Background: an optimization exercise with open tools, aiming at small area, a short achievable clock period and few clock cycles per item. Do not read the settings as production practice. Where RTL was checked, it was by simulation tests only, not by an equivalence proof against the original. Only the layout flow was run in runs 1 and 5; the RTL was not checked for function there. Power and IR drop assume default switching activity.

File: flow/config.mk
export PLATFORM = sky130hd
export DESIGN_NAME = pe8_feeder
export DESIGN_NICKNAME = pe8_feeder
export VERILOG_FILES = /design/flow/design.v
export SDC_FILE = /design/flow/constraint.sdc
export NUM_CORES = 4
export LEC_CHECK = 0
export CAP_MARGIN = 20
export CORE_MARGIN = 2
export CORE_UTILIZATION = 30
export CTS_CLUSTER_DIAMETER = 100
export CTS_CLUSTER_SIZE = 25
export SETUP_SLACK_MARGIN = 1.95
export SLEW_MARGIN = 50
export TNS_END_PERCENT = 5
File: flow/constraint.sdc
create_clock -name core_clock -period 4.0 [get_ports {clk}]
set_input_delay 0.8000 -clock core_clock [delete_from_list [all_inputs] [get_ports {clk}]]
set_output_delay 0.8000 -clock core_clock [all_outputs]
set_load 0.01 [all_outputs]
File: flow/design.v
module pe8_feeder #(
  parameter int N      = 32,
  parameter int Q      = 19,
  parameter int E8     = 10,
  parameter int PE_LAT = 3
) (
  input  logic            clk,
  input  logic            rst_n,
  input  logic            i_start,
  input  logic [E8-1:0]   i_cfg_en,
  output logic            o_busy,
  input  logic            i_s_valid,
  output logic            o_s_ready,
  input  logic [N-1:0]    i_s_data,
  input  logic [N-1:0]    i_s_weight,
  output logic [14*N-1:0] o_pe_in,
  output logic [14*N-1:0] o_pe_w,
  output logic [E8-1:0]   o_pe_en,
  input  logic [7*N-1:0]  i_pe_res,
  output logic            o_m_valid,
  input  logic            i_m_ready,
  output logic [N-1:0]    o_m_data,
  output logic            o_m_last,
  output logic            o_done
);
  if (Q >= N || PE_LAT < 1) begin : g_param_check
    $error("pe8_feeder: parameters need Q < N and PE_LAT >= 1");
  end
  logic          r_p_v;             
  logic [E8-1:0] r_p_cfg;
  logic          r_l_v;             
  logic [E8-1:0] r_l_cfg;
  logic [3:0]    r_idx;             
  logic          r_s_ready;
  logic          r_b_v;             
  logic [E8-1:0] r_b_cfg;
  logic          r_pe_on;           
  logic [1:0]    r_bc;              
  logic [E8-1:0] r_pe_en;
  logic          r_done;
  logic [N-1:0]  r_sd [14];
  logic [N-1:0]  r_sw [14];
  logic [N-1:0]  r_bd [3];
  logic [N-1:0]  r_bw [3];
  logic [N-1:0]  r_res [7];
  logic [6:0]    r_rv;              
  logic [6:0]    r_rl;              
  logic w_l_full, w_s_hs, w_last_hs, w_start, w_l_take;
  logic w_b_end, w_b_now, w_b_start, w_b_v_nxt, w_pe_on_nxt, w_l_v_nxt;
  logic [3:0] w_idx_nxt;
  logic w_m_hs, w_cap, w_cap_full;
  logic [6:0] w_t, w_rv_sh;
  assign w_l_full  = r_l_cfg[E8-1];
  assign w_s_hs    = i_s_valid & r_s_ready;
  assign w_last_hs = w_s_hs & (r_idx == (w_l_full ? 4'd7 : 4'd13));
  assign w_start   = i_start & ~r_p_v;
  assign w_l_take  = (~r_l_v | w_last_hs) & (r_p_v | w_start);
  assign w_l_v_nxt = w_l_take | (r_l_v & ~w_last_hs);
  assign w_idx_nxt = w_l_take ? 4'd0 : (w_s_hs ? r_idx + 4'd1 : r_idx);
  assign w_b_end   = r_pe_on & (r_bc == 2'd3);
  assign w_b_now   = w_last_hs & ~r_pe_on &
                     (w_l_full ? (r_rv[6:4] == 3'd0) : (r_rv == 7'd0));
  assign w_b_start = r_b_v & ~r_pe_on &
                     (r_b_cfg[E8-1] ? (r_rv[6:4] == 3'd0) : (r_rv == 7'd0));
  assign w_pe_on_nxt = w_b_now | w_b_start | (r_pe_on & ~w_b_end);
  assign w_b_v_nxt   = w_last_hs | (r_b_v & ~w_b_end);
  assign w_s_ready_nxt = w_l_v_nxt & ((w_idx_nxt < 4'd3) | ~w_b_v_nxt |
                                      (w_pe_on_nxt & r_pe_on & (r_bc == 2'd2)));
  always_ff @(posedge clk or negedge rst_n) begin
    if (!rst_n) begin
      r_p_v     <= 1'b0;
      r_l_v     <= 1'b0;
      r_s_ready <= 1'b0;
      r_b_v     <= 1'b0;
      r_pe_on   <= 1'b0;
      r_rv      <= 7'd0;
    end else begin
      r_p_v     <= r_p_v ? ~w_l_take : (w_start & ~w_l_take);
      r_l_v     <= w_l_v_nxt;
      r_s_ready <= w_s_ready_nxt;
      r_b_v     <= w_b_v_nxt;
      r_pe_on   <= w_pe_on_nxt;
      r_rv      <= w_cap ? (w_cap_full ? (r_cap_lo ? 7'b0000001 : w_rv_sh | 7'b0010000)
                                       : 7'b1111111)
                         : w_rv_sh;
    end
  end
  always_ff @(posedge clk) begin
    if (!rst_n) begin
      r_pe_en <= {E8{1'b0}};
      r_done  <= 1'b0;
    end else begin
      r_pe_en <= w_b_now ? r_l_cfg : (w_pe_on_nxt ? r_b_cfg : {E8{1'b0}});
      r_done  <= w_m_hs & r_rl[0];
    end
  end
  always_ff @(posedge clk) begin
    r_idx <= w_idx_nxt;
    r_bc  <= r_pe_on ? r_bc + 2'd1 : 2'd0;
    if (w_start & ~r_p_v & ~w_l_take) r_p_cfg <= i_cfg_en;
    if (w_l_take) r_l_cfg <= r_p_v ? r_p_cfg : i_cfg_en;
    if (w_last_hs) r_b_cfg <= r_l_cfg;
  end
  logic          w_s_ready_nxt, w_l_full_nxt;
  logic [2:0]    r_we_b;            
  logic [13:0]   r_we_s;            
  logic          r_zero;            
  logic [N-1:0]  w_zd, w_zw;
  assign w_l_full_nxt = w_l_take ? (r_p_v ? r_p_cfg[E8-1] : i_cfg_en[E8-1]) : w_l_full;
  assign w_zd = r_zero ? {N{1'b0}} : i_s_data;
  assign w_zw = r_zero ? {N{1'b0}} : i_s_weight;
  always_ff @(posedge clk) begin
    for (int k = 0; k < 3; k++) r_we_b[k] <= w_l_v_nxt & (w_idx_nxt == 4'(k));
    for (int k = 0; k < 3; k++) r_we_s[k] <= w_s_ready_nxt & (w_idx_nxt == 4'd3);
    for (int k = 3; k < 8; k++) r_we_s[k] <= w_s_ready_nxt & (w_idx_nxt == 4'(k));
    for (int k = 8; k < 14; k++)
      r_we_s[k] <= w_s_ready_nxt & ((w_idx_nxt == 4'(k)) | ((w_idx_nxt == 4'd3) & w_l_full_nxt));
    r_zero <= (w_idx_nxt == 4'd3);
  end
  always_ff @(posedge clk) begin
    for (int k = 0; k < 3; k++) begin
      if (r_we_b[k]) begin
        r_bd[k] <= i_s_data;
        r_bw[k] <= i_s_weight;
      end
      if (r_we_s[k]) begin
        r_sd[k] <= r_bd[k];
        r_sw[k] <= r_bw[k];
      end
    end
    for (int k = 3; k < 8; k++) begin
      if (r_we_s[k]) begin
        r_sd[k] <= i_s_data;
        r_sw[k] <= i_s_weight;
      end
    end
    for (int k = 8; k < 14; k++) begin
      if (r_we_s[k]) begin
        r_sd[k] <= w_zd;
        r_sw[k] <= w_zw;
      end
    end
  end
  logic r_cap;                      
  logic r_cap_lo;                   
  logic [N-1:0] w_res4;
  assign w_m_hs = r_rv[0] & i_m_ready;
  always_comb begin
    w_t[0] = w_m_hs | ~r_rv[0];
    for (int k = 1; k < 7; k++) w_t[k] = w_t[k-1] | ~r_rv[k];
  end
  assign w_rv_sh    = ({1'b0, r_rv[6:1]} & w_t) | (r_rv & ~w_t);
  assign w_cap      = r_cap;
  assign w_cap_full = r_b_cfg[E8-1];
  assign w_res4     = w_cap_full ? i_pe_res[N-1:0] : i_pe_res[4*N +: N];
  always_ff @(posedge clk or negedge rst_n) begin
    if (!rst_n) begin
      r_cap    <= 1'b0;
      r_cap_lo <= 1'b0;
    end else begin
      r_cap    <= r_pe_on & (r_bc == 2'd2);
      r_cap_lo <= r_pe_on & (r_bc == 2'd2) & (~r_b_cfg[E8-1] | (w_rv_sh == 7'd0));
    end
  end
  always_ff @(posedge clk) begin
    for (int k = 0; k < 4; k++) begin
      if (r_cap_lo) begin
        r_res[k] <= i_pe_res[k*N +: N];
        r_rl[k]  <= (k == 0) & w_cap_full;
      end else if (w_t[k]) begin
        r_res[k] <= r_res[k+1];
        r_rl[k]  <= r_rl[k+1];
      end
    end
    for (int k = 4; k < 6; k++) begin
      if (r_cap) begin
        r_res[k] <= (k == 4) ? w_res4 : i_pe_res[k*N +: N];
        r_rl[k]  <= (k == 4) & w_cap_full;
      end else if (w_t[k]) begin
        r_res[k] <= r_res[k+1];
        r_rl[k]  <= r_rl[k+1];
      end
    end
    if (r_cap) begin
      r_res[6] <= i_pe_res[6*N +: N];
      r_rl[6]  <= 1'b1;
    end
  end
  for (genvar k = 0; k < 14; k++) begin : g_slot
    assign o_pe_in[k*N +: N] = r_sd[k];
    assign o_pe_w[k*N +: N]  = r_sw[k];
  end
  assign o_busy    = r_p_v;
  assign o_s_ready = r_s_ready;
  assign o_pe_en   = r_pe_en;
  assign o_m_valid = r_rv[0];
  assign o_m_data  = r_res[0];
  assign o_m_last  = r_rl[0];
  assign o_done    = r_done;
endmodule
File: flow/flow/run.sh
#!/bin/bash
# Standard ORFS layout with three changes: the pins of each data bit share a stretch of the die
# edge (flow/io.tcl, run just before pin placement), every port is buffered by buf_2 instead of
# the default delay-cell buffer, and repair may resize across cell footprints.
set -euo pipefail
bash standard.sh finish \
  "PRE_IO_PLACEMENT_TCL=$PWD/flow/io.tcl" \
  "BUFFER_PORTS_ARGS=-buffer_cell sky130_fd_sc_hd__buf_2" \
  MATCH_CELL_FOOTPRINT=0 > flow_make.log 2>&1
File: flow/flow/io.tcl
# Pin regions: the pins of each data bit b (i_s_data/i_s_weight[b], o_pe_in/o_pe_w[32*s+b],
# i_pe_res[32*w+b], o_m_data[b]) share one stretch of the die edge, so the registers of that
# bit sit next to their pins. The control pins get a stretch of their own.
set block [ord::get_db_block]
set dbu [[ord::get_db_tech] getDbUnitsPerMicron]
set die [$block getDieArea]
set W [expr {([$die xMax] - [$die xMin]) / double($dbu)}]
set H [expr {([$die yMax] - [$die yMin]) / double($dbu)}]

proc esc {name idx} { return "$name\[$idx\]" }

set groups {}
for {set b 0} {$b < 32} {incr b} {
  set pins {}
  lappend pins [esc i_s_data $b] [esc i_s_weight $b] [esc o_m_data $b]
  for {set s 0} {$s < 14} {incr s} {
    lappend pins [esc o_pe_in [expr {32 * $s + $b}]] [esc o_pe_w [expr {32 * $s + $b}]]
  }
  for {set w 0} {$w < 7} {incr w} { lappend pins [esc i_pe_res [expr {32 * $w + $b}]] }
  lappend groups $pins
}
set ctl {clk rst_n i_start o_busy i_s_valid o_s_ready o_m_valid i_m_ready o_m_last o_done}
for {set i 0} {$i < 10} {incr i} { lappend ctl [esc i_cfg_en $i] [esc o_pe_en $i] }
# control pins in the middle of the sequence, so they sit mid-way along an edge
set order [concat [lrange $groups 0 15] [list $ctl] [lrange $groups 16 31]]

# walk the edges: bottom (left to right), right (bottom to top), top (right to left), left (top to
# bottom); the vertical-layer pins of the bottom and top edges pack closer, so those edges take more
set counts {10 6 10 7}
set margin 4.0
set i 0
for {set side 0} {$side < 4} {incr side} {
  set cnt [lindex $counts $side]
  if {$side == 0 || $side == 2} { set len $W } else { set len $H }
  set step [expr {($len - 2 * $margin) / $cnt}]
  for {set k 0} {$k < $cnt} {incr k} {
    set pins [lindex $order $i]
    set a [expr {$margin + $k * $step}]
    set e [expr {$a + $step}]
    switch $side {
      0 { set reg "bottom:[format %.2f $a]-[format %.2f $e]" }
      1 { set reg "right:[format %.2f $a]-[format %.2f $e]" }
      2 { set reg "top:[format %.2f [expr {$len - $e}]]-[format %.2f [expr {$len - $a}]]" }
      3 { set reg "left:[format %.2f [expr {$len - $e}]]-[format %.2f [expr {$len - $a}]]" }
    }
    set_io_pin_constraint -region $reg -pin_names $pins
    incr i
  }
}
File: flow/standard.sh
#!/bin/bash
# synth_recipe.tcl (not shown) runs the flow's synth.tcl, then flattens the netlist and writes it again
# the make line also repeats each setting of config.mk as NAME=value (left out here)
make -C /OpenROAD-flow-scripts/flow DESIGN_CONFIG=/design/flow/config.mk WORK_HOME=/design/flow/orfs CLKGATE_MAP_FILE= SYNTH_SCRIPT=/design/flow/synth_recipe.tcl "${@:-finish}"
==> impl_results.md, run 1 <==
- Total GRT Usage: 0.158
- First-pass GRT wire length: ~180000 um
- Starting Density: 0.303
- Vias in the first global route: between 20000 and 25000
- Synth area leaders: edfxtp_1, mux2_2, dfxtp_1
- Post-synth EDFFs: approximately 1300
- Syn_area_per_cell: around 24 sq um
- Final non-filler cell area: around 0.058 sq mm
- Internal: roughly 27 mW
- CTS Buffer Depth: 3
- Clock Latency Late Sink: between 0.6 and 0.7 ns
- Distinct cells, synth: 46
- Core area: around 0.15 sq mm
- Highest net fanout along the worst path: 2
- Global placer's final weighted congestion: around 0.79
- Die width: ~390 um
- Top-level port count: about 1200
- Total power: around 39 mW
- CP max stage cell: edfxtp_1
- Share of cells above drive strength 1: 0.495
- Final setup violation count: 0
- Top FF cell, synth: edfxtp_1
- 1st-pass router iterations: 5
- Worst-margin pin slew: slightly below 0.7 ns
- Fmax: 475 MHz
- CTS tree: built
- Worst hold path type: in2reg
- Data required time of the worst path: between 3 and 4 ns
- Worst ir drop on vdd: about 0.42 mV
- Number of hold violations in the final report: 0
- R2R cell count: 5
- Outcome: finished clean
- Crit path depth: 1
- Number of port buffers: roughly 1200
- Syn Nets: between 2000 and 2500
- Seq/Total Area, Yosys: 0.911
- Layout fillers: between 10000 and 15000
- Clock network power share: 0.199
- Total CTS buffers: 67
- Pwr/cell area: around 670 mW/mm^2
- Crit-path max cell delay: between 0.4 and 0.5 ns
- Top Family by Delay on Critical Path: flip-flops
- Residual DRC: 0
- Worst Path Buf+Inv: 1
- Yosys warns: 6
- Layout area overhead: 26.5%
- Fin util: 0.383
- Sw Share: 0.297
- R2R setup slack: between 2 and 2.5 ns
- Clock transition at path regs: around 0.1 ns
- Most frequent cells in the layout: edfxtp_1, buf_2, mux2_2, clkbuf_16, nor2b_1
- WL final: about 130000 um
- WP data arrival: 1.31 ns
- 1st-iter DRT viols: between 1500 and 2000
- Tcrit/Tclk final: 0.526
- Crit path capture: o_m_last
- NetSw: 11.4 mW
- Dpl hpwl: between 90000 and 100000 um
- Most common cell after layout, fill and taps aside: edfxtp_1
- Cell Rows: around 140
- Grt ovf: 0
- Post-synth top area share: 0.887
- Post-DR vias/cell: 4.44
- WS Path Type: reg2out
- DR vias: roughly 24000
- Post-route insts no fill: around 5300
- Cell count after placement: 5223
- Flop pwr share: 0.573
- Combinational share of power: 0.228
- Crit start category: flip-flop
- Nets: about 3600
- CP Capture Type: primary output
- Final period demand of the worst path: about 2.1 ns
- Yosys top cell by area: edfxtp_1
- Critical path, cell by cell: buf_2
- Post-synth ARST share: 0.0100
- DIE HEIGHT: around 390 um
- Clock Skews: about 0.046 ns
- Leak: ~21 nW
- Cell Area, Synth: about 0.045 sq mm
- H-tree depth: 3
- Area after DPL: 0.0552 sq mm
- Clock root cell: clkbuf_16
- Cell count after synthesis: 1932
- Crit path launch: o_m_last$_DFFE_PP_
- Antenna Nets Post-Route: 0
- FF-to-FF Start: r_l_cfg[9]$_DFFE_PP_
- Number of synthesized register bits: approximately 1400
- RSZ-0062 raised after global routing: yes
- Die area: around 0.15 sq mm
- CTS sink count: 1394
- Routed len/inst: roughly 24 um
- Initial antenna violation count: 29
- Max Cap Viol: 0
- Setup TNS: 0 ns
- Pin count of the biggest net entering global routing: 81
- Reg-to-reg critical path endpoint: r_we_s[12]$_DFF_P_
- Slew Viols, Final: 0
- Slew Limit Headroom: 0.549
[logic make-up (layout without fill, tap and decap cells)]
| kind of cell | Yosys count | in the layout | share of synthesized area |
|---|---|---|---|
| other cells | 0 | 12 | 0 |
| simple gates | 195 | 197 | 0.0228 |
| buf+inv | 55 | 1440 | 0.00467 |
| fa+ha+maj | 3 | 3 | 0.000825 |
| flops | 1394 | 1394 | 0.911 |
| mux | 215 | 215 | 0.0521 |
| xor+xnor | 3 | 3 | 0.000578 |
| compound gates | 67 | 67 | 0.00847 |
[stage by stage]
stage | hold slack, ns | setup slack [ns]
floorplan | 0.400 | 0.989
global placement | 0.400 | 0.875
detailed placement | 0.405 | 0.726
CTS | 0.193 | 1.77
global route | 0.215 | 1.83
finish | 0.284 | 1.89
[sequential cells by signal (all words and copies together), names as in the netlist, 2 cells and up]
| name | cells |
|---|---|
| r_l_cfg | 10 |
| r_we_s | 11 |
| r_idx | 4 |
| r_bd | 96 |
| r_p_cfg | 10 |
| r_sd | 448 |
| r_rl | 5 |
| r_rv | 7 |
| r_pe_en | 10 |
| r_bw | 96 |
| r_sw | 448 |
| r_we_b | 3 |
| r_b_cfg | 10 |
| r_res | 224 |
| r_bc | 2 |
[power groups by stage]
| stage | clock network, mW | logic (mW) | registers [mW] |
|---|---|---|---|
| 6_report | 7.65 | 8.78 | 22.1 |
| 5_1_grt | 8.30 | 9.28 | 22.4 |
| 4_1_cts | 7.87 | 8.76 | 22.1 |
| 3_5_place_dp | 0 | 8.69 | 22.4 |
| 3_3_place_gp | 0 | 7.02 | 23.4 |
| 2_1_floorplan | 0 | 1.82 | 24.2 |
[cell type report]
class                      instances  area, sq um  area share
clock buffer                      80         1750      0.0303
inverter                          12         66.3     0.00115
sequential                      1394        41500       0.721
antenna                           12         30.0    0.000522
multi-input combinational        485         4060      0.0705
tap                             2016         2520      0.0438
clock inverter                    12          181     0.00315
timing repair buffer            1336         7460       0.130
[what timing repair did]
item	in CTS	in global routing
endpoints found under the hold margin	14	0
pin swaps	1	5
gates resized for setup	15	35
cloned	0	2
endpoints found under the setup margin	1050	1097
hold buffers	1	0
buffers inserted	6	11
[Yosys cell counts, types with 2 or more instances]
library cell,number
buf_2,5
a22oi_1,7
a21boi_1,2
nand2_2,2
or4_1,5
inv_1,12
nor2_1,63
dfrtp_1,14
nor4_1,4
nand2_1,22
and4_1,2
o21ai_0,10
nor2b_1,64
a21oi_1,40
mux2i_1,42
nor2_2,2
nand3b_1,2
and3b_1,2
or3b_1,2
and3_1,2
xor2_1,2
edfxtp_1,1344
buf_1,3
ha_1,3
nor3_1,7
dfxtp_1,36
nand3_1,5
mux2_2,173
nor3b_1,4
clkbuf_1,35
[per-layer routing]
metal  routed length (um)  up-vias  GRT usage
met5                  151        -          0
li1                     -    10300          -
met4                 2010       22     0.0352
met3                 9180      148     0.0420
met2                68600      959      0.285
met1                50300    12300      0.188
[how the worst min path moves through the flow]
| stage | startpoint | to | slack [ns] | cells past startpoint |
|---|---|---|---|---|
| after global routing | i_pe_res[195] | r_res[6][3]$_DFFE_PP_ | 0.22 | 1 |
| final | i_pe_res[195] | r_res[6][3]$_DFFE_PP_ | 0.28 | 1 |
| after global placement | r_bw[2][23]$_DFFE_PP_ | r_sw[2][23]$_DFFE_PP_ | 0.40 | 0 |
| after CTS | i_pe_res[198] | r_res[6][6]$_DFFE_PP_ | 0.19 | 1 |
| after detailed placement | r_bd[0][22]$_DFFE_PP_ | r_sd[0][22]$_DFFE_PP_ | 0.40 | 0 |
| after floorplan | r_bd[0][0]$_DFFE_PP_ | r_sd[0][0]$_DFFE_PP_ | 0.40 | 0 |
==> run 2, diff against run 1 <==
--- a/flow/design.v
+++ b/flow/design.v
@@ -73,25 +73,20 @@
       r_s_ready <= 1'b0;
       r_b_v     <= 1'b0;
       r_pe_on   <= 1'b0;
+      r_pe_en   <= {E8{1'b0}};
       r_rv      <= 7'd0;
+      r_done    <= 1'b0;
     end else begin
       r_p_v     <= r_p_v ? ~w_l_take : (w_start & ~w_l_take);
       r_l_v     <= w_l_v_nxt;
       r_s_ready <= w_s_ready_nxt;
       r_b_v     <= w_b_v_nxt;
       r_pe_on   <= w_pe_on_nxt;
+      r_pe_en   <= w_b_now ? r_l_cfg : (w_pe_on_nxt ? r_b_cfg : {E8{1'b0}});
       r_rv      <= w_cap ? (w_cap_full ? (r_cap_lo ? 7'b0000001 : w_rv_sh | 7'b0010000)
                                        : 7'b1111111)
                          : w_rv_sh;
-    end
-  end
-  always_ff @(posedge clk) begin
-    if (!rst_n) begin
-      r_pe_en <= {E8{1'b0}};
-      r_done  <= 1'b0;
-    end else begin
-      r_pe_en <= w_b_now ? r_l_cfg : (w_pe_on_nxt ? r_b_cfg : {E8{1'b0}});
-      r_done  <= w_m_hs & r_rl[0];
+      r_done    <= w_m_hs & r_rl[0];
     end
   end
   always_ff @(posedge clk) begin
--- a/flow/flow/io.tcl
+++ b/flow/flow/io.tcl
@@ -21,8 +21,8 @@
 }
 set ctl {clk rst_n i_start o_busy i_s_valid o_s_ready o_m_valid i_m_ready o_m_last o_done}
 for {set i 0} {$i < 10} {incr i} { lappend ctl [esc i_cfg_en $i] [esc o_pe_en $i] }
-# control pins in the middle of the sequence, so they sit mid-way along an edge
-set order [concat [lrange $groups 0 15] [list $ctl] [lrange $groups 16 31]]
+# control pins in the middle of the top edge
+set order [concat [lrange $groups 0 20] [list $ctl] [lrange $groups 21 31]]
 
 # walk the edges: bottom (left to right), right (bottom to top), top (right to left), left (top to
 # bottom); the vertical-layer pins of the bottom and top edges pack closer, so those edges take more
==> run 2 against run 1 <==
  * Sequential cell count stayed put
  * Global-route usage is 0.23 points lower
  * Synthesized cell count is 0.47% higher
  * Clock skew is 0.0067 ns lower
  * First-iteration DRC count is 4.9% lower
  * Clock power is 3.8% higher
  * Cell area is 0.33% higher
  * Area after synthesis is 0.15% higher
==> impl_results.md, run 2 <==
- Outcome: finished clean (unchanged)
- Vias in the first global route: 23600 (was 23300)
- Share of cells above drive strength 1: 0.492 (was 0.495)
- Core area: 0.151 sq mm (was 0.150 sq mm)
- WS Path Type: reg2out (unchanged)
- Total CTS buffers: 69 (was 67)
- Synth area leaders: edfxtp_1, mux2_2, dfrtp_1 (was edfxtp_1, mux2_2, dfxtp_1)
- Yosys top cell by area: edfxtp_1 (unchanged)
- Clock transition at path regs: 0.10 ns (about the same)
- Most frequent cells in the layout: edfxtp_1, buf_2, mux2_2, clkbuf_16, nor2b_1 (unchanged)
- Top-level port count: 1246 (unchanged)
- Top FF cell, synth: edfxtp_1 (unchanged)
- Layout area overhead: 26.8% (was 26.5%)
- Post-synth top area share: 0.886 (was 0.887)
- Slew Limit Headroom: 0.578 (was 0.549)
- Most frequent cell after synthesis: edfxtp_1 (unchanged)
- Grt ovf: 0 (unchanged)
- DR vias: 23700 (was 23800)
- Syn Nets: 2247 (was 2238)
- Max Cap Viol: 0 (unchanged)
- Number of port buffers: 1245 (unchanged)
- Slew Viols, Final: 0 (unchanged)
- Worst ir drop on vdd: 0.535 mV (was 0.421 mV)
- Worst-margin pin slew: 0.634 ns (was 0.676 ns)
- Biggest regs: r_sd (448), r_sw (448), r_res (224) (unchanged)
- Storage cell area: 0.0416 sq mm (was 0.0415 sq mm)
- Top Family by Delay on Critical Path: flip-flops (unchanged)
- WL final: 127000 um (was 130000 um)
- Fin util: 0.382 (was 0.383)
- Worst Path Buf+Inv: 1 (unchanged)
- Cell count after placement: 5237 (was 5223)
- Die width: 394 um (was 393 um)
- Die area: 0.155 sq mm (about the same)
- Setup TNS: 0 ns (unchanged)
- H-tree depth: 3 (unchanged)
- Cell count after synthesis: 1941 (was 1932)
- Area after DPL: 0.0553 sq mm (was 0.0552 sq mm)
- Starting Density: 0.301 (was 0.303)
- Crit start category: flip-flop (unchanged)
- Highest net fanout along the worst path: 2 (unchanged)
- Tcrit/Tclk final: 0.535 (was 0.526)
- Cell Rows: 143 (was 142)
- 1st-pass router iterations: 4 (was 5)
- Seq/Total Area, Yosys: 0.910 (was 0.911)
- First-pass GRT wire length: 176000 um (was 177000 um)
- Distinct cells, synth: 50 (was 46)
- Antenna Nets Post-Route: 0 (unchanged)
- Hold_buf cts: 0 (was 1)
- Yosys warns: 6 (unchanged)
- Total power: 38.7 mW (was 38.5 mW)
- Post-route insts no fill: 5361 (was 5347)
- CP max stage cell: edfxtp_1 (unchanged)
- WP data arrival: 1.34 ns (was 1.31 ns)
- Setup WS post-layout: 1.86 ns (was 1.89 ns)
- Clock Latency Late Sink: 0.69 ns (about the same)
- CTS sink count: 1394 (unchanged)
- CTS tree: built (unchanged)
- Critical path, cell by cell: buf_2 (unchanged)
- Global placer's final weighted congestion: 0.781 (was 0.786)
- Worst hold path type: in2async (was in2reg)
- Residual DRC: 0 (unchanged)
- Final non-filler cell area: 0.0578 sq mm (was 0.0576 sq mm)
- DIE HEIGHT: 394 um (was 393 um)
- Number of hold violations in the final report: 0 (unchanged)
- Pwr/cell area: 669 mW/mm^2 (about the same)
- Post-synth ARST share: 0.0179 (was 0.0100)
- Leak: 21.1 nW (was 21.0 nW)
- Most common cell after layout, fill and taps aside: edfxtp_1 (unchanged)
- Nets: 3598 (was 3602)
- Cell Area, Synth: 0.0456 sq mm (was 0.0455 sq mm)
- Final period demand of the worst path: 2.14 ns (was 2.11 ns)
- Post-DR vias/cell: 4.42 (was 4.44)
- Clock root cell: clkbuf_16 (unchanged)
- CP Capture Type: primary output (unchanged)
- Layout fillers: 13900 (was 13700)
- Crit-path max cell delay: 0.49 ns (was 0.45 ns)
- Number of synthesized register bits: 1394 (unchanged)
- Dpl ws: 1.48 ns (was 0.726 ns)
- 1st-iter DRT viols: 1639 (was 1724)
- Pin count of the biggest net entering global routing: 83 (was 81)
- Routed len/inst: 23.8 um (was 24.4 um)
- Post-synth EDFFs: 1344 (unchanged)
- Dpl hpwl: 93800 um (was 95800 um)
- Data required time of the worst path: 3.20 ns (about the same)
- Clock Skews: 0.0395 ns (was 0.0462 ns)
- Total GRT Usage: 0.156 (was 0.158)
- Multi-input combinational cell area: 0.00399 sq mm (was 0.00406 sq mm)
- Top cells by count, synth: edfxtp_1, mux2_2, nor2b_1 (unchanged)
- CTS Buffer Depth: 3 (unchanged)
- RSZ-0062 raised after global routing: yes (unchanged)
- Final setup violation count: 0 (unchanged)
- Syn_area_per_cell: 23.5 sq um (was 23.6 sq um)
- Fmax: 468 MHz (was 475 MHz)
- Worst hold slack: 0.121 ns (was 0.284 ns)
- Initial antenna violation count: 27 (was 29)
## run 2: cell count changes after synthesis, sizes merged, moves of 9 or more
| cell | previous run | this run |
|---|---|---|
| nor2 | 66 | 53 |
| mux2i | 42 | 33 |
| dfxtp | 36 | 25 |
| dfrtp | 14 | 25 |
| o21ai | 12 | 21 |
| nand2 | 24 | 41 |
## run 2: layer usage
metal | global-route usage | part of all wire
met5 | 0 | 0.0016
met4 | 0.0351 | 0.018
met3 | 0.0410 | 0.069
met2 | 0.291 | 0.54
met1 | 0.178 | 0.37
## run 2: cell families after synthesis
kind of cell    count (synthesis)  synth area share
compound gates                 76           0.00961
xor+xnor                        3          0.000577
mux                           205            0.0498
simple gates                  207            0.0242
fa+ha+maj                       3          0.000824
buf+inv                        53           0.00464
flops                        1394             0.910
## run 2: path summary, 6_finish.rpt
path                                       from                     to  slack, ns  depth (start not counted)
hold / removal                            rst_n   r_pe_en[4]$_DFF_PN0_       0.12                          1
min in group core_clock           i_pe_res[193]  r_res[6][1]$_DFFE_PP_       0.28                          1
hold reg to reg            r_bw[0][9]$_DFFE_PP_   r_sw[0][9]$_DFFE_PP_       0.42                          0
max in group asynchronous                 rst_n        r_cap$_DFF_PN0_       3.43                          1
setup / recovery             o_m_last$_DFFE_PP_               o_m_last       1.86                          1
setup reg to reg              r_rv[0]$_DFF_PN0_  r_res[1][3]$_DFFE_PP_       1.96                          5
## run 2: final cells by class
class | instances | area share
inverters | 8 | 0.000520
clock buffers | 82 | 0.0316
clock inverters | 13 | 0.00394
diodes | 15 | 0.000650
multi-input cells | 495 | 0.0690
flip-flops and latches | 1394 | 0.719
well taps | 2030 | 0.0440
repair buffers | 1324 | 0.131
## run 2: power by group
part,internal [mW],switching (mW),leakage (nW)
combinational,3.11,5.51,7.09
sequential,20.8,1.29,13.0
clock,3.37,4.57,0.996
total,27.3,11.4,21.1
## run 2: timing repair
item,in CTS,in global routing
endpoints found under the setup margin,874,1026
resized for setup,48,29
gates cloned,1,0
pin swaps,1,4
buffers inserted,6,7
endpoints found under the hold margin,0,0
Testbench counts of run 2, summed over its fixed seeds: cycles 3,394, jobs 320.
==> run 3, diff against run 2 <==
--- a/flow/design.v
+++ b/flow/design.v
@@ -45,11 +45,13 @@
   logic [N-1:0]  r_res [7];
   logic [6:0]    r_rv;              
   logic [6:0]    r_rl;              
+  logic          r_lastv;           
   logic w_l_full, w_s_hs, w_last_hs, w_start, w_l_take;
   logic w_b_end, w_b_now, w_b_start, w_b_v_nxt, w_pe_on_nxt, w_l_v_nxt;
   logic [3:0] w_idx_nxt;
   logic w_m_hs, w_cap, w_cap_full;
-  logic [6:0] w_t, w_rv_sh;
+  logic [6:0] w_t, w_rv_sh, w_rv_nxt;
+  logic w_rl0_nxt;
   assign w_l_full  = r_l_cfg[E8-1];
   assign w_s_hs    = i_s_valid & r_s_ready;
   assign w_last_hs = w_s_hs & (r_idx == (w_l_full ? 4'd7 : 4'd13));
@@ -73,20 +75,25 @@
       r_s_ready <= 1'b0;
       r_b_v     <= 1'b0;
       r_pe_on   <= 1'b0;
-      r_pe_en   <= {E8{1'b0}};
       r_rv      <= 7'd0;
-      r_done    <= 1'b0;
+      r_lastv   <= 1'b0;
     end else begin
       r_p_v     <= r_p_v ? ~w_l_take : (w_start & ~w_l_take);
       r_l_v     <= w_l_v_nxt;
       r_s_ready <= w_s_ready_nxt;
       r_b_v     <= w_b_v_nxt;
       r_pe_on   <= w_pe_on_nxt;
-      r_pe_en   <= w_b_now ? r_l_cfg : (w_pe_on_nxt ? r_b_cfg : {E8{1'b0}});
-      r_rv      <= w_cap ? (w_cap_full ? (r_cap_lo ? 7'b0000001 : w_rv_sh | 7'b0010000)
-                                       : 7'b1111111)
-                         : w_rv_sh;
-      r_done    <= w_m_hs & r_rl[0];
+      r_rv      <= w_rv_nxt;
+      r_lastv   <= w_rv_nxt[0] & w_rl0_nxt;
+    end
+  end
+  always_ff @(posedge clk) begin
+    if (!rst_n) begin
+      r_pe_en <= {E8{1'b0}};
+      r_done  <= 1'b0;
+    end else begin
+      r_pe_en <= w_b_now ? r_l_cfg : (w_pe_on_nxt ? r_b_cfg : {E8{1'b0}});
+      r_done  <= i_m_ready & r_lastv;
     end
   end
   always_ff @(posedge clk) begin
@@ -148,6 +155,10 @@
   assign w_cap      = r_cap;
   assign w_cap_full = r_b_cfg[E8-1];
   assign w_res4     = w_cap_full ? i_pe_res[N-1:0] : i_pe_res[4*N +: N];
+  assign w_rv_nxt   = w_cap ? (w_cap_full ? (r_cap_lo ? 7'b0000001 : w_rv_sh | 7'b0010000)
+                                          : 7'b1111111)
+                            : w_rv_sh;
+  assign w_rl0_nxt  = r_cap_lo ? w_cap_full : (w_t[0] ? r_rl[1] : r_rl[0]);
   always_ff @(posedge clk or negedge rst_n) begin
     if (!rst_n) begin
       r_cap    <= 1'b0;
--- a/flow/flow/io.tcl
+++ b/flow/flow/io.tcl
@@ -21,8 +21,8 @@
 }
 set ctl {clk rst_n i_start o_busy i_s_valid o_s_ready o_m_valid i_m_ready o_m_last o_done}
 for {set i 0} {$i < 10} {incr i} { lappend ctl [esc i_cfg_en $i] [esc o_pe_en $i] }
-# control pins in the middle of the top edge
-set order [concat [lrange $groups 0 20] [list $ctl] [lrange $groups 21 31]]
+# control pins in the middle of the sequence, so they sit mid-way along an edge
+set order [concat [lrange $groups 0 15] [list $ctl] [lrange $groups 16 31]]
 
 # walk the edges: bottom (left to right), right (bottom to top), top (right to left), left (top to
 # bottom); the vertical-layer pins of the bottom and top edges pack closer, so those edges take more
==> run 3 against run 2 <==
  * Sequential cell count up 1
  * Worst setup slack better by 0.055 ns
  * Clock skew up 0.0090 ns
  * Via count down 0.27%
  * Sequential share of layout area up 0.23 points
  * Clock power down 3.8%
  * Maximum frequency up 2.6%
  * Critical path type unchanged
  * Largest power group unchanged
  * Highest routed layer unchanged
==> impl_results.md, run 3 <==
- Critical path, cell by cell: buf_6 (was buf_2)
- Top-level port count: 1246 (unchanged)
- Core area: 0.150 sq mm (was 0.151 sq mm)
- Largest family of logic cells by synthesized area: multiplexers (unchanged)
- Total power: 38.9 mW (was 38.7 mW)
- Number of port buffers: 1245 (unchanged)
- CTS Buffer Depth: 3 (unchanged)
- Data required time of the worst path: 3.20 ns (about the same)
- Number of synthesized register bits: 1395 (was 1394)
- Syn_area_per_cell: 23.4 sq um (was 23.5 sq um)
- Post-synth ARST share: 0.0108 (was 0.0179)
- Leak: 20.9 nW (was 21.1 nW)
- Worst Path Buf+Inv: 1 (unchanged)
- Post-synth EDFFs: 1343 (was 1344)
- Tcrit/Tclk final: 0.521 (was 0.535)
- Syn Nets: 2251 (was 2247)
- Number of hold violations in the final report: 0 (unchanged)
- WS Path Type: reg2out (unchanged)
- Biggest regs: r_sd (448), r_sw (448), r_res (224) (unchanged)
- Setup WS post-layout: 1.92 ns (was 1.86 ns)
- Cell Rows: 142 (was 143)
- Setup TNS: 0 ns (unchanged)
- Top Family by Delay on Critical Path: flip-flops (unchanged)
- Cell Area, Synth: 0.0455 sq mm (was 0.0456 sq mm)
- WP data arrival: 1.28 ns (was 1.34 ns)
- CTS tree: built (unchanged)
- Worst hold start: i_pe_res[195]
- Xor/xnor share of the synthesized area: 0.000385 (was 0.000577)
- Grt ovf: 0 (unchanged)
- Most frequent cell after synthesis: edfxtp_1 (unchanged)
- Final period demand of the worst path: 2.08 ns (was 2.14 ns)
- R2R setup slack: 1.94 ns (was 1.96 ns)
- Seq/Total Area, Yosys: 0.911 (was 0.910)
- R2R cell count: 2 (was 5)
- Global placer's final weighted congestion: 0.796 (was 0.781)
- Distinct cells, synth: 48 (was 50)
- Slew Limit Headroom: 0.583 (was 0.578)
- Nets: 3601 (was 3598)
- Clock Skews: 0.0485 ns (was 0.0395 ns)
- Area after DPL: 0.0552 sq mm (was 0.0553 sq mm)
- Reg-to-reg critical path endpoint: r_res[1][1]$_DFFE_PP_ (was r_res[1][3]$_DFFE_PP_)
- Yosys top cell by area: edfxtp_1 (unchanged)
- Cell count after synthesis: 1945 (was 1941)
- Vias in the first global route: 23300 (was 23600)
- Worst ir drop on vdd: 0.476 mV (was 0.535 mV)
- First-pass GRT wire length: 176000 um (about the same)
- H-tree depth: 3 (unchanged)
- Dpl ws: 1.36 ns (was 1.48 ns)
- CP Capture Type: primary output (unchanged)
- Most frequent cells in the layout: edfxtp_1, buf_2, mux2_2, clkbuf_16, nor2b_1 (unchanged)
- Routed len/inst: 24.0 um (was 23.8 um)
- Hold path endpoint: r_res[6][3]$_DFFE_PP_
- Final setup violation count: 0 (unchanged)
- Top cells by count, synth: edfxtp_1, mux2_2, nor2b_1 (unchanged)
- WL final: 128000 um (was 127000 um)
- DIE HEIGHT: 394 um (about the same)
- Post-synthesis mux area share: 0.0502 (was 0.0498)
- Total GRT Usage: 0.158 (was 0.156)
- Highest net fanout along the worst path: 4 (was 2)
- Worst hold path type: in2reg (was in2async)
- Clock transition at path regs: 0.10 ns (about the same)
- Final non-filler cell area: 0.0575 sq mm (was 0.0578 sq mm)
- 1st-pass router iterations: 5 (was 4)
- Crit start category: flip-flop (unchanged)
- Clock root cell: clkbuf_16 (unchanged)
- Worst-margin pin slew: 0.625 ns (was 0.634 ns)
- CTS sink count: 1395 (was 1394)
- FF-to-FF Start: r_cap_lo$_DFF_PN0_ (was r_rv[0]$_DFF_PN0_)
- Yosys warns: 6 (unchanged)
- Die width: 394 um (about the same)
- Synth Area in Simple Gates: 0.0217 (was 0.0242)
- Dpl hpwl: 96500 um (was 93800 um)
- Antenna Nets Post-Route: 0 (unchanged)
- Most common cell after layout, fill and taps aside: edfxtp_1 (unchanged)
- Layout area overhead: 26.4% (was 26.8%)
- Total CTS buffers: 67 (was 69)
- Pwr/cell area: 676 mW/mm^2 (was 669 mW/mm^2)
- Synth area leaders: edfxtp_1, mux2_2, dfxtp_1 (was edfxtp_1, mux2_2, dfrtp_1)
- CP max stage cell: dfrtp_2 (was edfxtp_1)
- DR vias: 23600 (was 23700)
- WHS Path Cells: 1
- 1st-iter DRT viols: 1890 (was 1639)
- Clock Latency Late Sink: 0.69 ns (about the same)
- Initial antenna violation count: 27 (unchanged)
- Starting Density: 0.303 (was 0.301)
- Slew Viols, Final: 0 (unchanged)
- Fmax: 480 MHz (was 468 MHz)
- Pin count of the biggest net entering global routing: 127 (was 83)
- Top FF cell, synth: edfxtp_1 (unchanged)
- Post-synth top area share: 0.886 (about the same)
- Layout fillers: 13800 (was 13900)
- Max Cap Viol: 0 (unchanged)
- Die area: 0.155 sq mm (about the same)
- Outcome: finished clean (unchanged)
- Adder-Cell Fraction of Synth Area: 0.000825 (was 0.000824)
- RSZ-0062 raised after global routing: yes (unchanged)
- Crit-path max cell delay: 0.47 ns (was 0.49 ns)
- Post-DR vias/cell: 4.42 (about the same)
- Share of cells above drive strength 1: 0.494 (was 0.492)
- Synth Area in Compound Gates: 0.0114 (was 0.00961)
- Residual DRC: 0 (unchanged)
## run 3: cell types whose count changed after synthesis, sizes merged, moves of 4 or more
| cell | delta |
|---|---|
| a21oi | +15 |
| dfxtp | +12 |
| nand2 | -12 |
| dfrtp | -10 |
| a22oi | -6 |
| nor2 | -5 |
| nand3 | +4 |
## run 3: kinds of logic (layout without fill, tap and decap cells)
family / count (synthesis) / in the layout
and+or+nand+nor: 187 / 187
muxes: 207 / 207
adders and majority gates: 3 / 3
buffers and inverters: 57 / 1430
xor gates and xnor gates: 2 / 2
DFF: 1395 / 1395
other: 0 / 10
AOI/OAI and AO/OA: 94 / 94
## run 3: how the worst max path moves through the flow
stage | startpoint | slack [ns] | end | depth (start not counted)
2_1_floorplan | i_m_ready | 1.35 | r_res[5][0]$_DFFE_PP_ | 4
3_3_place_gp | i_m_ready | 0.77 | r_res[5][31]$_DFFE_PP_ | 5
3_5_place_dp | i_s_valid | 1.36 | r_we_s[12]$_DFF_P_ | 7
4_1_cts | r_p_v$_DFF_PN0_ | 1.83 | o_busy | 1
5_1_grt | r_p_v$_DFF_PN0_ | 1.84 | o_busy | 1
6_report | r_p_v$_DFF_PN0_ | 1.92 | o_busy | 1
## run 3: cell type report
cell class | count | area, sq um | share of cell area
sequential | 1395 | 41500 | 0.722
timing repair buffer | 1328 | 7500 | 0.130
multi-input combinational | 493 | 3980 | 0.0692
tap | 2016 | 2520 | 0.0438
clock buffer | 81 | 1760 | 0.0306
clock inverter | 11 | 175 | 0.00304
inverter | 10 | 43.8 | 0.000761
antenna | 10 | 25.0 | 0.000435
## run 3: stage by stage
step / hold WS, ns / cells / utilization
after floorplan: 0.400 / 1945 / -
after global placement: 0.400 / 5197 / 0.363
after detailed placement: 0.405 / 5232 / 0.368
after CTS: 0.189 / 5331 / 0.382
after global routing: 0.213 / 5340 / 0.383
final: 0.289 / 5344 / 0.383
## run 3: timing repair
action	4_1_cts	5_1_grt
hold buffers	1	0
pin swaps	0	1
setup buffers	6	2
hold endpoints to repair	1	0
endpoints found under the setup margin	966	1021
resized for setup	44	25
## run 3: report_power, final
group,switching (mW),internal [mW],total [mW]
Clock,4.42,3.22,7.64
Combinational,5.69,3.07,8.76
Sequential,1.39,21.1,22.5
## run 3: layer usage
layer / vias up / global-route usage / wire, um
met5: - / 0 / 156
met4: 22 / 0.0418 / 2460
met3: 148 / 0.0406 / 8880
met2: 926 / 0.285 / 67300
met1: 12200 / 0.187 / 49400
li1: 10300 / - / -
Testbench counts of run 3, summed over its fixed seeds: cycles 3,394, jobs 320.
==> run 4, diff against run 3 <==
--- a/flow/config.mk
+++ b/flow/config.mk
@@ -11,5 +11,4 @@
 export CTS_CLUSTER_DIAMETER = 100
 export CTS_CLUSTER_SIZE = 25
 export SETUP_SLACK_MARGIN = 1.95
-export SLEW_MARGIN = 50
-export TNS_END_PERCENT = 5
+export SLEW_MARGIN = 20
==> run 4 against run 3 <==
  * Combinational power down 14%
  * Critical path depth unchanged
  * Die area unchanged
  * Area after synthesis unchanged
  * Total power down 0.29%
  * Utilization down 0.13 points
  * Cell area down 0.34%
  * Global-route usage up 0.070 points
  * Count of clock-buffer cells in the layout unchanged
  * Final cell count down 0.56%
  * Via count down 0.21%
==> impl_results.md, run 4 <==
- Critical path, cell by cell: buf_6 (unchanged)
- Top FF cell, synth: edfxtp_1 (unchanged)
- Grt ovf: 0 (unchanged)
- Global placer's final weighted congestion: 0.793 (was 0.796)
- Slew Limit Headroom: 0.190 (was 0.583)
- Dpl hpwl: 88000 um (was 96500 um)
- Worst Path Buf+Inv: 1 (unchanged)
- Reg-to-reg critical path endpoint: r_we_s[12]$_DFF_P_ (was r_res[1][1]$_DFFE_PP_)
- Clock transition at path regs: 0.10 ns (about the same)
- H-tree depth: 3 (unchanged)
- Area after DPL: 0.0545 sq mm (was 0.0552 sq mm)
- Leak: 20.8 nW (was 20.9 nW)
- Clock root cell: clkbuf_16 (unchanged)
- Initial antenna violation count: 25 (was 27)
- DR vias: 23600 (about the same)
- Fmax: 483 MHz (was 480 MHz)
- Yosys top cell by area: edfxtp_1 (unchanged)
- CTS tree: built (unchanged)
- CP max stage cell: dfrtp_2 (unchanged)
- Total CTS buffers: 67 (unchanged)
- Residual DRC: 0 (unchanged)
- 1st-pass router iterations: 5 (unchanged)
- Crit start category: flip-flop (unchanged)
- Pwr/cell area: 676 mW/mm^2 (about the same)
- Xor/xnor share of the synthesized area: 0.000385 (unchanged)
- Cell count after placement: 5193 (was 5232)
- Final setup violation count: 0 (unchanged)
- Top cells by count, synth: edfxtp_1, mux2_2, nor2b_1 (unchanged)
- CP Capture Type: primary output (unchanged)
- Top Family by Delay on Critical Path: flip-flops (unchanged)
- RSZ-0062 raised after global routing: yes (unchanged)
- Highest net fanout along the worst path: 3 (was 4)
- Clock Latency Late Sink: 0.69 ns (about the same)
- Die area: 0.155 sq mm (unchanged)
- Starting Density: 0.303 (unchanged)
- Final period demand of the worst path: 2.07 ns (was 2.08 ns)
- Clock Skews: 0.0380 ns (was 0.0485 ns)
- Most frequent cells in the layout: edfxtp_1, buf_2, mux2_2, buf_6, clkbuf_16 (was edfxtp_1, buf_2, mux2_2, clkbuf_16, nor2b_1)
- Number of hold violations in the final report: 0 (unchanged)
- Biggest regs: r_sd (448), r_sw (448), r_res (224) (unchanged)
- WS Path Type: reg2out (unchanged)
- Hold_buf cts: 0 (was 1)
- Post-synthesis mux area share: 0.0502 (unchanged)
- Syn Nets: 2251 (unchanged)
- Seq/Total Area, Yosys: 0.911 (unchanged)
- Post-synth ARST share: 0.0108 (unchanged)
- Crit-path max cell delay: 0.46 ns (was 0.47 ns)
- Synth area leaders: edfxtp_1, mux2_2, dfxtp_1 (unchanged)
- Core area: 0.150 sq mm (unchanged)
- Top-level port count: 1246 (unchanged)
- Setup WS post-layout: 1.93 ns (was 1.92 ns)
- Vias in the first global route: 23200 (was 23300)
- WL final: 130000 um (was 128000 um)
- Cell count after synthesis: 1945 (unchanged)
- Worst-margin pin slew: 1.21 ns (was 0.625 ns)
- Layout area overhead: 26.0% (was 26.4%)
- Total GRT Usage: 0.159 (was 0.158)
- FF-to-FF Start: r_p_v$_DFF_PN0_ (was r_cap_lo$_DFF_PN0_)
- Most common cell after layout, fill and taps aside: edfxtp_1 (unchanged)
- Share of cells above drive strength 1: 0.493 (was 0.494)
- Die width: 394 um (unchanged)
- Post-DR vias/cell: 4.43 (was 4.42)
- Max Cap Viol: 0 (unchanged)
- R2R cell count: 8 (was 2)
- Syn_area_per_cell: 23.4 sq um (unchanged)
- Slew Viols, Final: 0 (unchanged)
- Yosys warns: 6 (unchanged)
- Worst ir drop on vdd: 0.488 mV (was 0.476 mV)
- Antenna Nets Post-Route: 0 (unchanged)
- Post-route insts no fill: 5314 (was 5344)
- 1st-iter DRT viols: 2084 (was 1890)
- Post-synth top area share: 0.886 (unchanged)
- Routed len/inst: 24.5 um (was 24.0 um)
- Cell Rows: 142 (unchanged)
- Tcrit/Tclk final: 0.518 (was 0.521)
- CTS Buffer Depth: 3 (unchanged)
- CTS sink count: 1395 (unchanged)
- Most frequent cell after synthesis: edfxtp_1 (unchanged)
- Nets: 3574 (was 3601)
- Synth Area in Simple Gates: 0.0217 (unchanged)
- Fin util: 0.381 (was 0.383)
- Outcome: finished clean (unchanged)
- R2R setup slack: 1.98 ns (was 1.94 ns)
- DIE HEIGHT: 394 um (unchanged)
- Setup TNS: 0 ns (unchanged)
- Largest family of logic cells by synthesized area: multiplexers (unchanged)
- Data required time of the worst path: 3.20 ns (about the same)
- Number of port buffers: 1245 (unchanged)
- First-pass GRT wire length: 177000 um (was 176000 um)
- Pin count of the biggest net entering global routing: 86 (was 127)
- Adder-Cell Fraction of Synth Area: 0.000825 (unchanged)
- Cell Area, Synth: 0.0455 sq mm (unchanged)
- WP data arrival: 1.27 ns (was 1.28 ns)
- Synth Area in Compound Gates: 0.0114 (unchanged)
- Number of synthesized register bits: 1395 (unchanged)
- Distinct cells, synth: 48 (unchanged)
- Worst hold path type: in2async (was in2reg)
- Dpl ws: 0.808 ns (was 1.36 ns)
- Final non-filler cell area: 0.0573 sq mm (was 0.0575 sq mm)
- Post-synth EDFFs: 1343 (unchanged)
==> run 4: timing repair <==
| item | in CTS | in global routing |
|---|---|---|
| buffers inserted | 9 | 8 |
| pin swaps | 1 | 4 |
| endpoints found under the setup margin | 953 | 979 |
| cloned | 1 | 1 |
| gates resized for setup | 115 | 63 |
==> run 4: final cells by class <==
| type | count | area, sq um |
|---|---|---|
| fill | 13800 | 93000 |
| tap | 2016 | 2520 |
| timing repair inverter | 1 | 6.26 |
| antenna | 9 | 22.5 |
| inverter | 10 | 48.8 |
| sequential | 1395 | 41500 |
| timing repair buffer | 1299 | 7240 |
| multi-input combinational | 494 | 4020 |
| clock inverter | 9 | 145 |
| clock buffer | 81 | 1790 |
==> run 4: report_power, final <==
group | switching (mW) | internal, mW
sequential | 2.40 | 21.1
combinational | 4.66 | 2.86
clock | 4.40 | 3.31
==> run 4: worst register-to-register path: cells and delay by family (launching register included) <==
family                 cells  cell delay [ns]
and+or+nand+nor            3             0.88
DFF                        1             0.46
buffers and inverters      3             0.38
AOI/OAI and AO/OA          2             0.23
==> run 4: metal layers <==
layer | vias to the layer above | GRT usage | routed length, um
met5 | - | 0 | 120
met4 | 18 | 0.0381 | 2370
met3 | 138 | 0.0427 | 9750
met2 | 940 | 0.291 | 68900
met1 | 12200 | 0.183 | 48900
li1 | 10200 | - | -
==> run 4: worst max-delay path by stage <==
stage                            from                     end  slack (ns)  depth (start not counted)
3_5_place_dp                i_m_ready  r_res[5][31]$_DFFE_PP_        0.81                          5
3_3_place_gp                i_m_ready  r_res[5][30]$_DFFE_PP_        0.80                          5
6_report              r_p_v$_DFF_PN0_                  o_busy        1.93                          1
5_1_grt        r_res[0][23]$_DFFE_PP_            o_m_data[23]        1.85                          1
4_1_cts         r_sw[2][22]$_DFFE_PP_              o_pe_w[86]        1.86                          1
2_1_floorplan               i_m_ready   r_res[5][0]$_DFFE_PP_        1.35                          4
==> run 4: kinds of logic after synthesis <==
logic type,Yosys count
xor gates and xnor gates,2
AOI/OAI and AO/OA,94
buffers and inverters,57
and+or+nand+nor,187
muxes,207
adders and majority gates,3
DFF,1395
==> run 4: per-stage QoR <==
stage | power, mW | hold WS [ns]
final | 38.8 | 0.0859
after global routing | 40.2 | 0.0498
after CTS | 38.9 | 0.0170
after detailed placement | 31.0 | 0.405
after global placement | 30.8 | 0.400
after floorplan | 26.2 | 0.400
==> run 5, diff against run 4 <==
==> flow/design.v (replaced) <==
module pe8_feeder #(
  parameter int N      = 32,
  parameter int Q      = 19,
  parameter int E8     = 10,
  parameter int PE_LAT = 3
) (
  input  logic            clk,
  input  logic            rst_n,
  input  logic            i_start,
  input  logic [E8-1:0]   i_cfg_en,
  output logic            o_busy,
  input  logic            i_s_valid,
  output logic            o_s_ready,
  input  logic [N-1:0]    i_s_data,
  input  logic [N-1:0]    i_s_weight,
  output logic [14*N-1:0] o_pe_in,
  output logic [14*N-1:0] o_pe_w,
  output logic [E8-1:0]   o_pe_en,
  input  logic [7*N-1:0]  i_pe_res,
  output logic            o_m_valid,
  input  logic            i_m_ready,
  output logic [N-1:0]    o_m_data,
  output logic            o_m_last,
  output logic            o_done
);
  if (Q >= N || PE_LAT < 1) begin : g_param_check
    $error("pe8_feeder: parameters need Q < N and PE_LAT >= 1");
  end
  logic          r_p_v;             
  logic [E8-1:0] r_p_cfg;
  logic          r_l_v;             
  logic [E8-1:0] r_l_cfg;
  logic [3:0]    r_idx;             
  logic          r_s_ready;
  logic          r_b_v;             
  logic [E8-1:0] r_b_cfg;
  logic          r_pe_on;           
  logic [1:0]    r_bc;              
  logic [E8-1:0] r_pe_en;
  logic          r_done;
  logic [N-1:0]  r_sd [14];
  logic [N-1:0]  r_sw [14];
  logic [N-1:0]  r_bd [3];
  logic [N-1:0]  r_bw [3];
  logic [N-1:0]  r_res0;            
  logic [N-1:0]  r_res5, r_res6;    
  logic          r_v0;              
  logic          r_l0;              
  logic [2:0]    r_seq;             
  logic          r_f13;             
  logic          r_zp;              
  logic          r_lastv;           
  logic w_l_full, w_s_hs, w_last_hs, w_start, w_l_take;
  logic w_b_end, w_b_now, w_b_start, w_b_v_nxt, w_pe_on_nxt, w_l_v_nxt;
  logic [3:0] w_idx_nxt;
  logic w_m_hs, w_cap_full, w_qempty, w_zero_now, w_busy12_nxt, w_busy13_nxt;
  logic          w_s_ready_nxt, w_l_full_nxt;
  logic [2:0]    r_we_b;            
  logic [13:0]   r_we_s;            
  logic          r_zero;            
  logic [N-1:0]  w_zd, w_zw;
  logic r_cap;                      
  logic r_cap_r0;                   
  logic w_hs_adv, w_src, w_load, w_pcap, w_fcap13;
  logic w_v0_nxt, w_l0_nxt, w_f13_nxt, w_qempty_nxt;
  logic [2:0] w_seq_nxt;
  logic [N-1:0] w_src_data;
  assign w_l_full  = r_l_cfg[E8-1];
  assign w_s_hs    = i_s_valid & r_s_ready;
  assign w_last_hs = w_s_hs & (r_idx == (w_l_full ? 4'd7 : 4'd13));
  assign w_start   = i_start & ~r_p_v;
  assign w_l_take  = (~r_l_v | w_last_hs) & (r_p_v | w_start);
  assign w_l_v_nxt = w_l_take | (r_l_v & ~w_last_hs);
  assign w_idx_nxt = w_l_take ? 4'd0 : (w_s_hs ? r_idx + 4'd1 : r_idx);
  assign w_b_end   = r_pe_on & (r_bc == 2'd3);
  assign w_b_now   = w_last_hs & ~r_pe_on &
                     (w_l_full ? (~r_zp | w_zero_now) : w_qempty);
  assign w_b_start = r_b_v & ~r_pe_on &
                     (r_b_cfg[E8-1] ? (~r_zp | w_zero_now) : w_qempty);
  assign w_pe_on_nxt = w_b_now | w_b_start | (r_pe_on & ~w_b_end);
  assign w_b_v_nxt   = w_last_hs | (r_b_v & ~w_b_end);
  assign w_s_ready_nxt = w_l_v_nxt & ((w_idx_nxt < 4'd3) | ~w_b_v_nxt |
                                      (w_pe_on_nxt & r_pe_on & (r_bc == 2'd2))) &
                         ~((w_idx_nxt == 4'd12) & w_busy12_nxt) &
                         ~((w_idx_nxt == 4'd13) & w_busy13_nxt);
  always_ff @(posedge clk or negedge rst_n) begin
    if (!rst_n) begin
      r_p_v     <= 1'b0;
      r_l_v     <= 1'b0;
      r_s_ready <= 1'b0;
      r_b_v     <= 1'b0;
      r_pe_on   <= 1'b0;
      r_v0      <= 1'b0;
      r_seq     <= 3'd0;
      r_f13     <= 1'b0;
      r_zp      <= 1'b0;
      r_lastv   <= 1'b0;
    end else begin
      r_p_v     <= r_p_v ? ~w_l_take : (w_start & ~w_l_take);
      r_l_v     <= w_l_v_nxt;
      r_s_ready <= w_s_ready_nxt;
      r_b_v     <= w_b_v_nxt;
      r_pe_on   <= w_pe_on_nxt;
      r_v0      <= w_v0_nxt;
      r_seq     <= w_seq_nxt;
      r_f13     <= w_f13_nxt;
      r_zp      <= (r_we_s[3] & w_l_full) | (r_zp & ~w_zero_now);
      r_lastv   <= w_v0_nxt & w_l0_nxt;
    end
  end
  always_ff @(posedge clk) begin
    if (!rst_n) begin
      r_pe_en <= {E8{1'b0}};
      r_done  <= 1'b0;
    end else begin
      r_pe_en <= w_b_now ? r_l_cfg : (w_pe_on_nxt ? r_b_cfg : {E8{1'b0}});
      r_done  <= i_m_ready & r_lastv;
    end
  end
  always_ff @(posedge clk) begin
    r_idx <= w_idx_nxt;
    r_bc  <= r_pe_on ? r_bc + 2'd1 : 2'd0;
    if (w_start & ~r_p_v & ~w_l_take) r_p_cfg <= i_cfg_en;
    if (w_l_take) r_l_cfg <= r_p_v ? r_p_cfg : i_cfg_en;
    if (w_last_hs) r_b_cfg <= r_l_cfg;
  end
  assign w_l_full_nxt = w_l_take ? (r_p_v ? r_p_cfg[E8-1] : i_cfg_en[E8-1]) : w_l_full;
  assign w_zd = r_zero ? {N{1'b0}} : i_s_data;
  assign w_zw = r_zero ? {N{1'b0}} : i_s_weight;
  always_ff @(posedge clk) begin
    for (int k = 0; k < 3; k++) r_we_b[k] <= w_l_v_nxt & (w_idx_nxt == 4'(k));
    for (int k = 0; k < 3; k++) r_we_s[k] <= w_s_ready_nxt & (w_idx_nxt == 4'd3);
    for (int k = 3; k < 8; k++) r_we_s[k] <= w_s_ready_nxt & (w_idx_nxt == 4'(k));
    for (int k = 8; k < 12; k++)
      r_we_s[k] <= w_s_ready_nxt & ((w_idx_nxt == 4'(k)) | ((w_idx_nxt == 4'd3) & w_l_full_nxt));
    for (int k = 12; k < 14; k++) r_we_s[k] <= w_s_ready_nxt & (w_idx_nxt == 4'(k));
    r_zero <= (w_idx_nxt == 4'd3);
  end
  always_ff @(posedge clk) begin
    for (int k = 0; k < 3; k++) begin
      if (r_we_b[k]) begin
        r_bd[k] <= i_s_data;
        r_bw[k] <= i_s_weight;
      end
      if (r_we_s[k]) begin
        r_sd[k] <= r_bd[k];
        r_sw[k] <= r_bw[k];
      end
    end
    for (int k = 3; k < 8; k++) begin
      if (r_we_s[k]) begin
        r_sd[k] <= i_s_data;
        r_sw[k] <= i_s_weight;
      end
    end
    for (int k = 8; k < 12; k++) begin
      if (r_we_s[k]) begin
        r_sd[k] <= w_zd;
        r_sw[k] <= w_zw;
      end
    end
    if (w_pcap) begin
      r_sd[12] <= i_pe_res[1*N +: N];
      r_sw[12] <= i_pe_res[2*N +: N];
      r_sd[13] <= i_pe_res[3*N +: N];
      r_sw[13] <= i_pe_res[4*N +: N];
    end else if (w_fcap13) begin
      r_sd[13] <= i_pe_res[N-1:0];
    end else if (w_zero_now) begin
      r_sd[12] <= {N{1'b0}};
      r_sw[12] <= {N{1'b0}};
      r_sd[13] <= {N{1'b0}};
      r_sw[13] <= {N{1'b0}};
    end else begin
      for (int k = 12; k < 14; k++) begin
        if (r_we_s[k]) begin
          r_sd[k] <= i_s_data;
          r_sw[k] <= i_s_weight;
        end
      end
    end
  end
  assign w_cap_full = r_b_cfg[E8-1];
  assign w_m_hs     = r_v0 & i_m_ready;
  assign w_hs_adv   = w_m_hs | ~r_v0;
  assign w_src      = (r_seq != 3'd0) | r_f13;
  assign w_load     = w_hs_adv & w_src;
  assign w_pcap     = r_cap & ~w_cap_full;
  assign w_fcap13   = r_cap & w_cap_full & ~r_cap_r0;
  assign w_qempty   = ~r_v0 & (r_seq == 3'd0) & ~r_f13;
  assign w_seq_nxt  = w_pcap ? 3'd1 :
                      ((w_load & (r_seq != 3'd0)) ? ((r_seq == 3'd6) ? 3'd0 : r_seq + 3'd1) : r_seq);
  assign w_f13_nxt  = w_fcap13 | (r_f13 & ~(w_load & (r_seq == 3'd0)));
  assign w_v0_nxt   = r_cap_r0 | w_load | (r_v0 & ~w_m_hs);
  assign w_l0_nxt   = r_cap_r0 ? w_cap_full :
                      (w_load ? ((r_seq == 3'd6) | (r_seq == 3'd0)) : r_l0);
  assign w_qempty_nxt = ~w_v0_nxt & (w_seq_nxt == 3'd0) & ~w_f13_nxt;
  assign w_busy12_nxt = (w_seq_nxt == 3'd1) | (w_seq_nxt == 3'd2);
  assign w_busy13_nxt = ((w_seq_nxt != 3'd0) & (w_seq_nxt <= 3'd4)) | w_f13_nxt;
  assign w_zero_now   = r_zp & ~w_busy12_nxt & ~w_busy13_nxt;
  always_comb begin
    case (r_seq)
      3'd1:    w_src_data = r_sd[12];
      3'd2:    w_src_data = r_sw[12];
      3'd3:    w_src_data = r_sd[13];
      3'd4:    w_src_data = r_sw[13];
      3'd5:    w_src_data = r_res5;
      3'd6:    w_src_data = r_res6;
      default: w_src_data = r_sd[13];
    endcase
  end
  always_ff @(posedge clk or negedge rst_n) begin
    if (!rst_n) begin
      r_cap    <= 1'b0;
      r_cap_r0 <= 1'b0;
    end else begin
      r_cap    <= r_pe_on & (r_bc == 2'd2);
      r_cap_r0 <= r_pe_on & (r_bc == 2'd2) & (~r_b_cfg[E8-1] | w_qempty_nxt);
    end
  end
  always_ff @(posedge clk) begin
    if (r_cap_r0) r_res0 <= i_pe_res[N-1:0];
    else if (w_load) r_res0 <= w_src_data;
    r_l0 <= w_l0_nxt;
    if (w_pcap) begin
      r_res5 <= i_pe_res[5*N +: N];
      r_res6 <= i_pe_res[6*N +: N];
    end
  end
  for (genvar k = 0; k < 14; k++) begin : g_slot
    assign o_pe_in[k*N +: N] = r_sd[k];
    assign o_pe_w[k*N +: N]  = r_sw[k];
  end
  assign o_busy    = r_p_v;
  assign o_s_ready = r_s_ready;
  assign o_pe_en   = r_pe_en;
  assign o_m_valid = r_v0;
  assign o_m_data  = r_res0;
  assign o_m_last  = r_l0;
  assign o_done    = r_done;
endmodule
==> run 5 against run 4 <==
  * First-iteration DRC count up 30%
  * Final cell count up 4.9%
  * Sequential share of layout area down 7.0 points
  * Synthesized cell count up 15%
  * Largest power group unchanged
  * Worst setup slack worse by 1.0 ns
  * Area after synthesis down 5.7%
  * Largest cell class unchanged
==> impl_results.md, run 5 <==
- Syn Nets: 2543 (was 2251)
- RSZ-0062 raised after global routing: yes (unchanged)
- Top Family by Delay on Critical Path: compound AO/OA/AOI/OAI gates (was flip-flops)
- Seq/Total Area, Yosys: 0.873 (was 0.911)
- Slew Limit Headroom: 0.211 (was 0.190)
- 1st-iter DRT viols: 2707 (was 2084)
- Area after DPL: 0.0522 sq mm (was 0.0545 sq mm)
- Vias in the first global route: 25800 (was 23200)
- CP Capture Type: flip-flop (was primary output)
- Synth area leaders: edfxtp_1, nand2_1, dfxtp_1 (was edfxtp_1, mux2_2, dfxtp_1)
- WS Path Type: reg2reg (was reg2out)
- Crit start category: flip-flop (unchanged)
- Global placer's final weighted congestion: 0.818 (was 0.793)
- Yosys top cell by area: edfxtp_1 (unchanged)
- WP data arrival: 3.55 ns (was 1.27 ns)
- H-tree depth: 2 (was 3)
- WHS Path Cells: 1
- Top cells by count, synth: edfxtp_1, nand2_1, a21oi_1 (was edfxtp_1, mux2_2, nor2b_1)
- Most common cell after layout, fill and taps aside: edfxtp_1 (unchanged)
- Distinct cells, synth: 66 (was 48)
- Core area: 0.142 sq mm (was 0.150 sq mm)
- Antenna Nets Post-Route: 0 (unchanged)
- Final non-filler cell area: 0.0574 sq mm (was 0.0573 sq mm)
- Number of hold violations in the final report: 0 (unchanged)
- Dpl hpwl: 104000 um (was 88000 um)
- Worst Path Buf+Inv: 4 (was 1)
- FF-to-FF Start: r_v0$_DFF_PN0_ (was r_p_v$_DFF_PN0_)
- Clock Latency Late Sink: 0.70 ns (was 0.69 ns)
- Outcome: finished clean (unchanged)
- Clock root cell: clkbuf_16 (unchanged)
- Biggest regs: r_sd (448), r_sw (448) (was r_sd (448), r_sw (448), r_res (224))
- Nets: 3960 (was 3574)
- Yosys warns: 5 (was 6)
- 1st-pass router iterations: 5 (unchanged)
- Post-DR vias/cell: 4.88 (was 4.43)
- DIE HEIGHT: 382 um (was 394 um)
- Leak: 21.2 nW (was 20.8 nW)
- Final period demand of the worst path: 3.11 ns (was 2.07 ns)
- Setup WS post-layout: 0.891 ns (was 1.93 ns)
- CTS sink count: 1261 (was 1395)
- R2R setup slack: 0.89 ns (was 1.98 ns)
- Top FF cell, synth: edfxtp_1 (unchanged)
- Die area: 0.146 sq mm (was 0.155 sq mm)
- First-pass GRT wire length: 208000 um (was 177000 um)
- Cell count after placement: 5334 (was 5193)
- Pwr/cell area: 702 mW/mm^2 (was 676 mW/mm^2)
- R2R cell count: 13 (was 8)
- Total CTS buffers: 59 (was 67)
- Post-synth EDFFs: 1214 (was 1343)
==> run 5: kinds of logic (layout without fill, tap and decap cells) <==
| logic type | after synthesis | count (layout) | share of synthesized area |
|---|---|---|---|
| buffers and inverters | 116 | 1550 | 0.0109 |
| AND/OR/NAND/NOR | 438 | 439 | 0.0485 |
| adder cells (fa/ha/maj) | 4 | 4 | 0.00117 |
| other | 0 | 15 | 0 |
| flip-flops | 1261 | 1261 | 0.873 |
| XOR/XNOR | 2 | 2 | 0.000408 |
| AO/OA/AOI/OAI | 378 | 379 | 0.0568 |
| multiplexers | 37 | 37 | 0.00924 |
==> run 5: how the worst max path moves through the flow <==
stage	from	to	slack, ns
4_1_cts	r_v0$_DFF_PN0_	r_sw[12][2]$_DFFE_PP_	0.94
3_5_place_dp	i_m_ready	r_sw[12][31]$_DFFE_PP_	0.33
2_1_floorplan	i_m_ready	r_sd[12][0]$_DFFE_PP_	-0.22
6_report	r_v0$_DFF_PN0_	r_sw[13][1]$_DFFE_PP_	0.89
5_1_grt	r_b_cfg[9]$_DFFE_PP_	r_sd[12][13]$_DFFE_PP_	0.85
3_3_place_gp	i_m_ready	r_sw[12][31]$_DFFE_PP_	0.34
==> run 5: worst reg2reg max path, cell delays in order, from the launching register on <==
cell       delay (ns)
dfrtp_2          0.41
nor2b_4          0.13
buf_6            0.13
o21ai_4          0.14
nand2_2          0.08
a21oi_4          0.15
ha_4             0.22
a2111o_1         0.36
buf_6            0.15
nor4_4           0.21
buf_4            0.16
nor2_4           0.05
clkbuf_16        0.26
a22o_1           0.38
==> run 5: where the power goes <==
group | total, mW | internal, mW | leakage [nW] | switching, mW
combinational | 13.0 | 4.88 | 8.90 | 8.12
clock | 6.86 | 2.80 | 0.814 | 4.07
sequential | 20.5 | 18.5 | 11.5 | 1.94
==> run 5: cell type report <==
class | instances | area (sq um)
Inverter | 18 | 80.1
Sequential cell | 1261 | 37600
Tap cell | 1890 | 2360
Multi-Input combinational cell | 861 | 5980
Timing Repair Buffer | 1452 | 9700
Clock inverter | 8 | 135
Antenna cell | 15 | 37.5
Fill cell | 12900 | 84400
Clock buffer | 72 | 1550
==> run 5: layer usage <==
metal / share of wire / up-vias / track usage
met3: 0.084 / 207 / 0.0444
met4: 0.031 / 4 / 0.0625
met5: 0.00012 / - / 0
met1: 0.38 / 14100 / 0.249
met2: 0.51 / 1414 / 0.354
li1: - / 11500 / -
==> run 5: through the flow <==
stage / total power [mW] / utilization / setup TNS [ns]
after detailed placement: 30.9 / 0.368 / 0
after global placement: 30.7 / 0.368 / 0
after floorplan: 24.6 / - / -14.26
final: 40.3 / 0.405 / 0
after global routing: 41.7 / 0.405 / 0
after CTS: 39.4 / 0.395 / 0
==> run 5: repair_timing <==
action,CTS,global route
hold buffers,1,0
setup buffers,86,41
gates resized for setup,349,183
gates cloned,9,10
hold endpoints to repair,10,0
pin swaps,27,20
setup endpoints to repair,1306,1225

Setup slack of run 5, layout unchanged: 0.891 ns with ideal ports, 0.891 ns with driving cells assumed (clock clkbuf_16, inputs buf_2), 0.350 ns with port delays also shifted by the 0.758 ns mid clock arrival.
